What follows belongs to an exercise in optimizing a design on an open flow for small area and a short achievable clock period; a production flow would make more cautious choices. Only simulation tests tie the RTL to the original design; equivalence was not proved. Power figures rest on the tool's default switching activity, not on a simulated workload.

// xgmii_rx_stats_top
module xgmii_rx_stats_top (
    input  logic          sys_clk,
    input  logic          sys_rst,
    input  logic [255:0]  xgmii_rxd,
    input  logic [31:0]   xgmii_rxc,
    input  logic          clear,
    output logic          sec_tick,
    output logic [63:0]   rx_pps,
    output logic [63:0]   rx_throughput,
    output logic [63:0]   rx_errors
);
Settings: LEC_CHECK=0, CAP_MARGIN=20, CORE_MARGIN=2, CORE_UTILIZATION=40, CTS_CLUSTER_DIAMETER=110, CTS_CLUSTER_SIZE=28, SLEW_MARGIN=20; clock period 20.0 ns.
standard.sh (not shown) runs the stock make flow with config.mk's settings and CLKGATE_MAP_FILE= SYNTH_SCRIPT=/design/flow/synth_recipe.tcl, a recipe that flattens the netlist after the stock synthesis.
==> flow/flow/run.sh <==
#!/bin/bash
# The standard layout (standard.sh) with these changes:
#  - synthesis: the standard script (synth_recipe.tcl) with ABC run on
#    flow/map.abc instead of ORFS's speed script, and adders left to ABC
#    (no full-adder cell mapping); registers are mapped exactly as before;
#  - port buffers are plain buf_1 cells;
#  - timing repair aims SETUP_SLACK_MARGIN ns beyond the constraint.
set -euo pipefail
here=$(pwd)
export MY_ABC_SCRIPT=$here/flow/map.abc
export ADDER_MAP_FILE=
export BUFFER_PORTS_ARGS="-buffer_cell sky130_fd_sc_hd__buf_1"
export SETUP_SLACK_MARGIN=${SETUP_SLACK_MARGIN:-12}
sed "s#SYNTH_SCRIPT=[^ ]*#SYNTH_SCRIPT=$here/flow/synth.tcl#" standard.sh > standard_own.sh
grep -q "SYNTH_SCRIPT=$here/flow/synth.tcl" standard_own.sh
bash standard_own.sh > flow_make.log 2>&1
==> flow/flow/map.abc <==
strash
&get -n
&syn2
&dch -f
&nf
&put
buffer -c
upsize -c
dnsize -c
==> flow/flow/synth.tcl <==
proc synth {args} { yosys synth -nofsm -noshare {*}$args }
proc abc {args} {
  set i [lsearch -exact $args -script]
  if { $i >= 0 && [info exists ::env(MY_ABC_SCRIPT)] && $::env(MY_ABC_SCRIPT) ne "" } {
    lset args [expr { $i + 1 }] $::env(MY_ABC_SCRIPT)
  }
  yosys abc {*}$args
}
source $::env(SCRIPTS_DIR)/synth.tcl
# left out here: clear keep_hierarchy, flatten, clean up, hide names made inside functions, write 1_2_yosys.v
The starting point ran to the end with no violations.
Next try:
Settings changed: CTS_CLUSTER_DIAMETER 110 to 100, CTS_CLUSTER_SIZE 28 to 24, PLACE_DENSITY set to 0.75.
Result: Power goes up by a few percent; clock skew goes up by 9.7 ps; design area goes up slightly.

Another version of the RTL of xgmii_rx_stats_top (not shown whole).
Size in the first run: ~3,400 cells after synthesis, about 430 flip-flops, roughly 480 I/O pins, roughly 28,000 um2 of cells after synthesis.
// xgmii_rx_stats_top
module xgmii_rx_stats_top (
    input  logic          sys_clk,
    input  logic          sys_rst,
    input  logic [255:0]  xgmii_rxd,
    input  logic [31:0]   xgmii_rxc,
    input  logic          clear,
    output logic          sec_tick,
    output logic [63:0]   rx_pps,
    output logic [63:0]   rx_throughput,
    output logic [63:0]   rx_errors
);
export LEC_CHECK = 0
export CAP_MARGIN = 20
export CORE_MARGIN = 2
export CORE_UTILIZATION = 40
export SLEW_MARGIN = 20
create_clock -name core_clock -period 20.0 [get_ports {sys_clk}]
==> flow/flow/run.sh <==
#!/bin/bash
# The standard layout (standard.sh) with these changes:
#  - synthesis: the standard script (synth_recipe.tcl) with ABC run on
#    flow/map.abc instead of ORFS's speed script, and adders left to ABC
#    (no full-adder cell mapping); registers are mapped exactly as before;
#  - port buffers are plain buf_1 cells;
#  - timing repair aims SETUP_SLACK_MARGIN ns beyond the constraint.
set -euo pipefail
here=$(pwd)
export MY_ABC_SCRIPT=$here/flow/map.abc
export ADDER_MAP_FILE=
export BUFFER_PORTS_ARGS="-buffer_cell sky130_fd_sc_hd__buf_1"
export SETUP_SLACK_MARGIN=${SETUP_SLACK_MARGIN:-12.5}
sed "s#SYNTH_SCRIPT=[^ ]*#SYNTH_SCRIPT=$here/flow/synth.tcl#" standard.sh > standard_own.sh
grep -q "SYNTH_SCRIPT=$here/flow/synth.tcl" standard_own.sh
bash standard_own.sh > flow_make.log 2>&1
==> flow/flow/map.abc <==
strash
dc2
strash
&get -n
&dch -f
&nf
&put
buffer -c
upsize -c
dnsize -c
Scripts as last shown in full above: flow/flow/synth.tcl
Rerun with:
==> flow/flow/run.sh (replaced) <==
#!/bin/bash
set -euo pipefail
export BUFFER_PORTS_ARGS="-buffer_cell sky130_fd_sc_hd__buf_1"
export ADDER_MAP_FILE=
export SETUP_SLACK_MARGIN=14
bash standard.sh > flow_make.log 2>&1
--- a/flow/config.mk
+++ b/flow/config.mk
@@ -9,3 +9,4 @@
 export CORE_MARGIN = 2
-export CORE_UTILIZATION = 40
+export CORE_UTILIZATION = 60
+export CTS_BUF_LIST = sky130_fd_sc_hd__clkbuf_4 sky130_fd_sc_hd__clkbuf_8
 export SLEW_MARGIN = 20
removed: flow/flow/map.abc
removed: flow/flow/synth.tcl
Outcome: Setup slack is worse by 0.33 ns. Flip-flop and latch count stays the same. Clock power shrinks by about 10%. Via count grows by 56%. Maximum frequency decreases by 4.2%. Clock skew went up by 0.019 ns. Non-clock buffer count went up by 406.
Rerun with:
==> flow/flow/run.sh (replaced) <==
#!/bin/bash
# The standard layout (standard.sh) with these changes:
#  - synthesis: the standard script (synth_recipe.tcl) with ABC run on
#    flow/map.abc instead of ORFS's speed script, and adders left to ABC
#    (no full-adder cell mapping); registers are mapped exactly as before;
#  - port buffers are plain buf_1 cells;
#  - timing repair aims SETUP_SLACK_MARGIN ns beyond the constraint.
set -euo pipefail
here=$(pwd)
export MY_ABC_SCRIPT=$here/flow/map.abc
export ADDER_MAP_FILE=
export BUFFER_PORTS_ARGS="-buffer_cell sky130_fd_sc_hd__buf_1"
export SETUP_SLACK_MARGIN=${SETUP_SLACK_MARGIN:-11}
sed "s#SYNTH_SCRIPT=[^ ]*#SYNTH_SCRIPT=$here/flow/synth.tcl#" standard.sh > standard_own.sh
grep -q "SYNTH_SCRIPT=$here/flow/synth.tcl" standard_own.sh
bash standard_own.sh > flow_make.log 2>&1
==> flow/flow/map.abc (new file) <==
strash
dc2
strash
&get -n
&dch -f
&nf
&put
buffer -c
upsize -c
dnsize -c
==> flow/flow/synth.tcl (new file) <==
proc synth {args} { yosys synth -nofsm -noshare {*}$args }
proc abc {args} {
  set i [lsearch -exact $args -script]
  if { $i >= 0 && [info exists ::env(MY_ABC_SCRIPT)] && $::env(MY_ABC_SCRIPT) ne "" } {
    lset args [expr { $i + 1 }] $::env(MY_ABC_SCRIPT)
  }
  yosys abc {*}$args
}
source $::env(SCRIPTS_DIR)/synth.tcl
# left out here: clear keep_hierarchy, flatten, clean up, hide names made inside functions, write 1_2_yosys.v
--- a/flow/config.mk
+++ b/flow/config.mk
@@ -9,4 +9,3 @@
 export CORE_MARGIN = 2
-export CORE_UTILIZATION = 60
-export CTS_BUF_LIST = sky130_fd_sc_hd__clkbuf_4 sky130_fd_sc_hd__clkbuf_8
+export CORE_UTILIZATION = 40
 export SLEW_MARGIN = 20
=> The changed run completed without violations. Sequential share of layout area rises by 11 points. First-iteration DRC count falls by well over a third. Sequential power falls by a few percent. Setup slack gets worse by 0.68 ns. Via count falls by well over a third. Final area falls by a quarter to a third. Wire length falls by well over a third. Non-clock buffer count falls by 587. Area after synthesis falls by roughly a tenth. Die area rises by a quarter to a third.
Rerun with:
==> flow/flow/run.sh (replaced) <==
#!/bin/bash
set -euo pipefail
export BUFFER_PORTS_ARGS="-buffer_cell sky130_fd_sc_hd__buf_1"
export ADDER_MAP_FILE=
export SETUP_SLACK_MARGIN=12.5
bash standard.sh > flow_make.log 2>&1
removed: flow/flow/map.abc
removed: flow/flow/synth.tcl
- power goes up by roughly a tenth
- utilization increases by 2.1 points
- design area came out higher by about a fifth

Setup of v2:
xgmii_rx_stats_top with an RTL version that a note above also has.
Size: ~3200 cells after synthesis, about 430 flip-flops, ~480 I/O pins, about 27000 µm² of cells after synthesis.
export LEC_CHECK = 0
export CAP_MARGIN = 20
export CORE_MARGIN = 2
export CORE_UTILIZATION = 40
export CTS_BUF_LIST = sky130_fd_sc_hd__clkbuf_8
export CTS_CLUSTER_DIAMETER = 80
export CTS_CLUSTER_SIZE = 16
export SLEW_MARGIN = 20
create_clock -name core_clock -period 20.0 [get_ports {sys_clk}]
==> flow/flow/run.sh <==
#!/bin/bash
# The standard layout (standard.sh) with these changes:
#  - synthesis: the standard script (synth_recipe.tcl) with ABC run on
#    flow/map.abc instead of ORFS's speed script, and adders left to ABC
#    (no full-adder cell mapping); registers are mapped exactly as before;
#  - port buffers are plain buf_1 cells;
#  - timing repair aims SETUP_SLACK_MARGIN ns beyond the constraint.
set -euo pipefail
here=$(pwd)
export MY_ABC_SCRIPT=$here/flow/map.abc
export ADDER_MAP_FILE=
export BUFFER_PORTS_ARGS="-buffer_cell sky130_fd_sc_hd__buf_1"
export SETUP_SLACK_MARGIN=${SETUP_SLACK_MARGIN:-12.25}
sed "s#SYNTH_SCRIPT=[^ ]*#SYNTH_SCRIPT=$here/flow/synth.tcl#" standard.sh > standard_own.sh
grep -q "SYNTH_SCRIPT=$here/flow/synth.tcl" standard_own.sh
bash standard_own.sh > flow_make.log 2>&1
==> flow/flow/map.abc <==
strash
&get -n
&syn2
&dch -f
&nf
&put
buffer -c
upsize -c
dnsize -c
==> flow/flow/synth.tcl <==
proc synth {args} { yosys synth -nofsm -noshare {*}$args }
proc abc {args} {
  set i [lsearch -exact $args -script]
  if { $i >= 0 && [info exists ::env(MY_ABC_SCRIPT)] && $::env(MY_ABC_SCRIPT) ne "" } {
    lset args [expr { $i + 1 }] $::env(MY_ABC_SCRIPT)
  }
  yosys abc {*}$args
}
source $::env(SCRIPTS_DIR)/synth.tcl
# left out here: clear keep_hierarchy, flatten, clean up, hide names made inside functions, write 1_2_yosys.v
Modified inputs, v9 compared to v2
diff --git a/flow/flow/run.sh b/flow/flow/run.sh
--- a/flow/flow/run.sh
+++ b/flow/flow/run.sh
@@ -6,0 +7 @@
+#  - timing repair may resize cells to other footprints;
@@ -14 +15 @@
-sed "s#SYNTH_SCRIPT=[^ ]*#SYNTH_SCRIPT=$here/flow/synth.tcl#" standard.sh > standard_own.sh
+sed -e "s#SYNTH_SCRIPT=[^ ]*#SYNTH_SCRIPT=$here/flow/synth.tcl MATCH_CELL_FOOTPRINT=0#" standard.sh > standard_own.sh
--- outcome ---
- Per the final summary, v9 finished and its layout is clean on timing, DRC and antenna.
- Looking at non-clock buffer instance count of the final layout, v9 sits about 4.4% higher than v2 does.
- Critical path depth, v2 and v9: smaller value in v2
- Starting density of the core: v9 vs v2 identical
- Diff v2 -> v9: routed wire length has decreased, total power has decreased, hold slack has remained practically unchanged, total internal power has decreased.
Here is what was changed in the inputs of v43 compared with v9.
# v9
export LEC_CHECK = 0
export CAP_MARGIN = 20
export CORE_MARGIN = 2
export CORE_UTILIZATION = 40
export CTS_BUF_LIST = sky130_fd_sc_hd__clkbuf_8
export CTS_CLUSTER_DIAMETER = 80
export CTS_CLUSTER_SIZE = 16
export SLEW_MARGIN = 20
create_clock -name core_clock -period 20.0 [get_ports {sys_clk}]
# v43
export LEC_CHECK = 0
export CAP_MARGIN = 20
export CORE_MARGIN = 2
export CORE_UTILIZATION = 40
export CTS_CLUSTER_DIAMETER = 100
export CTS_CLUSTER_SIZE = 24
export SLEW_MARGIN = 20
create_clock -name core_clock -period 20.0 [get_ports {sys_clk}]
diff --git a/flow/flow/run.sh b/flow/flow/run.sh
--- a/flow/flow/run.sh
+++ b/flow/flow/run.sh
@@ -7 +6,0 @@
-#  - timing repair may resize cells to other footprints;
@@ -14,2 +13,2 @@
-export SETUP_SLACK_MARGIN=${SETUP_SLACK_MARGIN:-12.25}
-sed -e "s#SYNTH_SCRIPT=[^ ]*#SYNTH_SCRIPT=$here/flow/synth.tcl MATCH_CELL_FOOTPRINT=0#" standard.sh > standard_own.sh
+export SETUP_SLACK_MARGIN=${SETUP_SLACK_MARGIN:-12}
+sed "s#SYNTH_SCRIPT=[^ ]*#SYNTH_SCRIPT=$here/flow/synth.tcl#" standard.sh > standard_own.sh
==> flow/flow/map.abc <==
strash
&get -n
&syn2
&dch -f
&nf
&put
- Going from v9 to v43, cell area after technology mapping shows a reduction of about 3.6%, total track usage shows an increase of 0.28 points, met2 track utilization from global routing shows an increase of 2.6 points.
- Between v43 and v9, it is v43 whose leakage power is lower, by 3.5%.
- Re arrival time at the worst endpoint: v43 is 0.23 ns up on v9.
- Status: hold slack parity (v9, v43)
- The run showing the greater wire length reported by the detailed router is v9.
- v43: non-clock buffer share of cell area 0.54 points below v9
- Compared with v9, in v43 number of levels the H-tree was split into fell by 1; clock skew fell by 0.0083 ns.
[inputs] v38 vs v43
# v43
export LEC_CHECK = 0
export CAP_MARGIN = 20
export CORE_MARGIN = 2
export CORE_UTILIZATION = 40
export CTS_CLUSTER_DIAMETER = 100
export CTS_CLUSTER_SIZE = 24
export SLEW_MARGIN = 20
create_clock -name core_clock -period 20.0 [get_ports {sys_clk}]
# v38
export LEC_CHECK = 0
export CAP_MARGIN = 20
export CORE_MARGIN = 2
export CORE_UTILIZATION = 50
export CTS_CLUSTER_DIAMETER = 100
export CTS_CLUSTER_SIZE = 24
export SLEW_MARGIN = 20
create_clock -name core_clock -period 20.0 [get_ports {sys_clk}]
==> flow/flow/map.abc <==
strash
&get -n
&syn2
&dch -f
&nf
&put
buffer -c
upsize -c
dnsize -c
v38 has completed all stages; timing, DRC and antenna checks passed.
Higher sequential share of layout area goes to v38 over v43.
Between v38 and v43, it is v38 whose number of cells on the critical path is lower, by 5.
Routed wirelength normalized by instance count was lower in the run labelled v43.
The synthesized-area fraction occupied by adder cells of v38 and that of v43 are within noise of each other.
Between v38 and v43, non-clock buffer share of cell area is higher for v43, v38 comes in under that.
Compare v38 and v43 | required time at the endpoint of the critical path higher: v43
In the reports for v38 and v43, the smaller number of buffers added by the clock tree synthesis step belongs to v38.
Summary — design area, v38 relative to v43: lower, by about 1.8%.
Of v38 and v43, the lower number of distinct library cells after synthesis belongs to v43.
Between v38 and v43, it is v38 whose area of the die is lower, by 11000 µm².
> inputs changed (v38 -> v49)
# v38
export LEC_CHECK = 0
export CAP_MARGIN = 20
export CORE_MARGIN = 2
export CORE_UTILIZATION = 50
export CTS_CLUSTER_DIAMETER = 100
export CTS_CLUSTER_SIZE = 24
export SLEW_MARGIN = 20
create_clock -name core_clock -period 20.0 [get_ports {sys_clk}]
# v49
export LEC_CHECK = 0
export CAP_MARGIN = 20
export CORE_MARGIN = 2
export CORE_UTILIZATION = 40
export CTS_BUF_LIST = sky130_fd_sc_hd__clkbuf_8
export CTS_CLUSTER_DIAMETER = 80
export CTS_CLUSTER_SIZE = 16
export SLEW_MARGIN = 20
create_clock -name core_clock -period 20.0 [get_ports {sys_clk}]
diff --git a/flow/flow/run.sh b/flow/flow/run.sh
--- a/flow/flow/run.sh
+++ b/flow/flow/run.sh
@@ -7 +7 @@
-#  - timing repair aims SETUP_SLACK_MARGIN ns beyond the constraint.
+#  - timing repair from CTS on aims 12 ns beyond the constraint.
@@ -13 +12,0 @@
-export SETUP_SLACK_MARGIN=${SETUP_SLACK_MARGIN:-12}
@@ -16 +15,3 @@
-bash standard_own.sh > flow_make.log 2>&1
+# No margin before placement; the margin applies from CTS on.
+SETUP_SLACK_MARGIN=0 bash standard_own.sh synth floorplan place > flow_make_1.log 2>&1
+SETUP_SLACK_MARGIN=12 bash standard_own.sh > flow_make_2.log 2>&1
### Flow results
No stage failed in v49, and the final checks on the layout all came back clean.
From v38 to v49, number of buffers inserted by port buffering did not move at all.
Relative to v38, the proportion of total power due to net switching of v49 is higher by 0.63 points.
Run comparison: v49 critical path endpoint u_stats.g_ch[0].obyt_q[14]; v38 critical path endpoint u_stats.g_ch[1].obyt_q[13]
Between v49 and v38, the total number of nets in the final design figures differ only marginally.
v49 against v38: critical path depth moved up, TritonCTS buffer count moved up, first-pass GRT wire length moved up.

## static timing again, ports no longer ideal
The flow's constraints put no driver on any port. The routed layouts listed below were extracted and timed again, unchanged, in two steps.
Step 1 assumes that a clkbuf_16 drives the clock port and a buf_2 every other input.
Step 2 moves the port delays by t, midway between the first and last clock arrival at a register: inputs arrive t later, outputs are due t later. That takes back most of the time a late clock gives input paths.
Three values: ideal ports, drivers, drivers and shift; two values: the first two.
| run | shift t [ns] | slack for setup (ns) | hold slack, ns | pins driven straight from the clock port |
|---|---|---|---|---|
| the first run of note 1 | 0.621 | 12.122 / 12.158 / 11.537 | 0.485 / 0.485 / 0.485 | 1 |
| the second run of note 1 | 0.635 | 12.049 / 12.082 / 11.447 | 0.486 / 0.486 / 0.486 | 1 |
| the first run of note 2 | 0.644 | 12.393 / 12.415 / 11.771 | 0.473 / 0.473 / 0.473 | 1 |
| the second run of note 2 | 0.734 | 12.062 / 12.078 / 11.344 | 0.496 / 0.496 / 0.496 | 1 |
| the third run of note 2 | 0.641 | 11.378 / 11.412 / 10.771 | 0.472 / 0.472 / 0.472 | 1 |
| the fourth run of note 2 | 0.663 | 12.552 / 12.551 / 11.888 | 0.484 / 0.484 / 0.484 | 1 |
| v2 | 0.663 | 12.351 / 12.386 / 11.722 | 0.485 / 0.485 / 0.485 | 1 |
| v9 | 0.678 | 12.369 / 12.394 / 11.716 | 0.485 / 0.485 / 0.485 | 1 |
| v43 | 0.651 | 12.114 / 12.155 / 11.504 | 0.483 / 0.483 / 0.483 | 1 |
| v38 | 0.621 | 12.152 / 12.183 / 11.562 | 0.486 / 0.486 / 0.486 | 1 |
| v49 | 0.663 | 12.160 / 12.192 / 11.530 | 0.485 / 0.485 / 0.485 | 1 |
After both steps setup and hold are still met in every run listed. The setup slack of the second run of note 2, which loses most, moves by +0.016 ns with the drivers and by -0.718 ns with both steps.
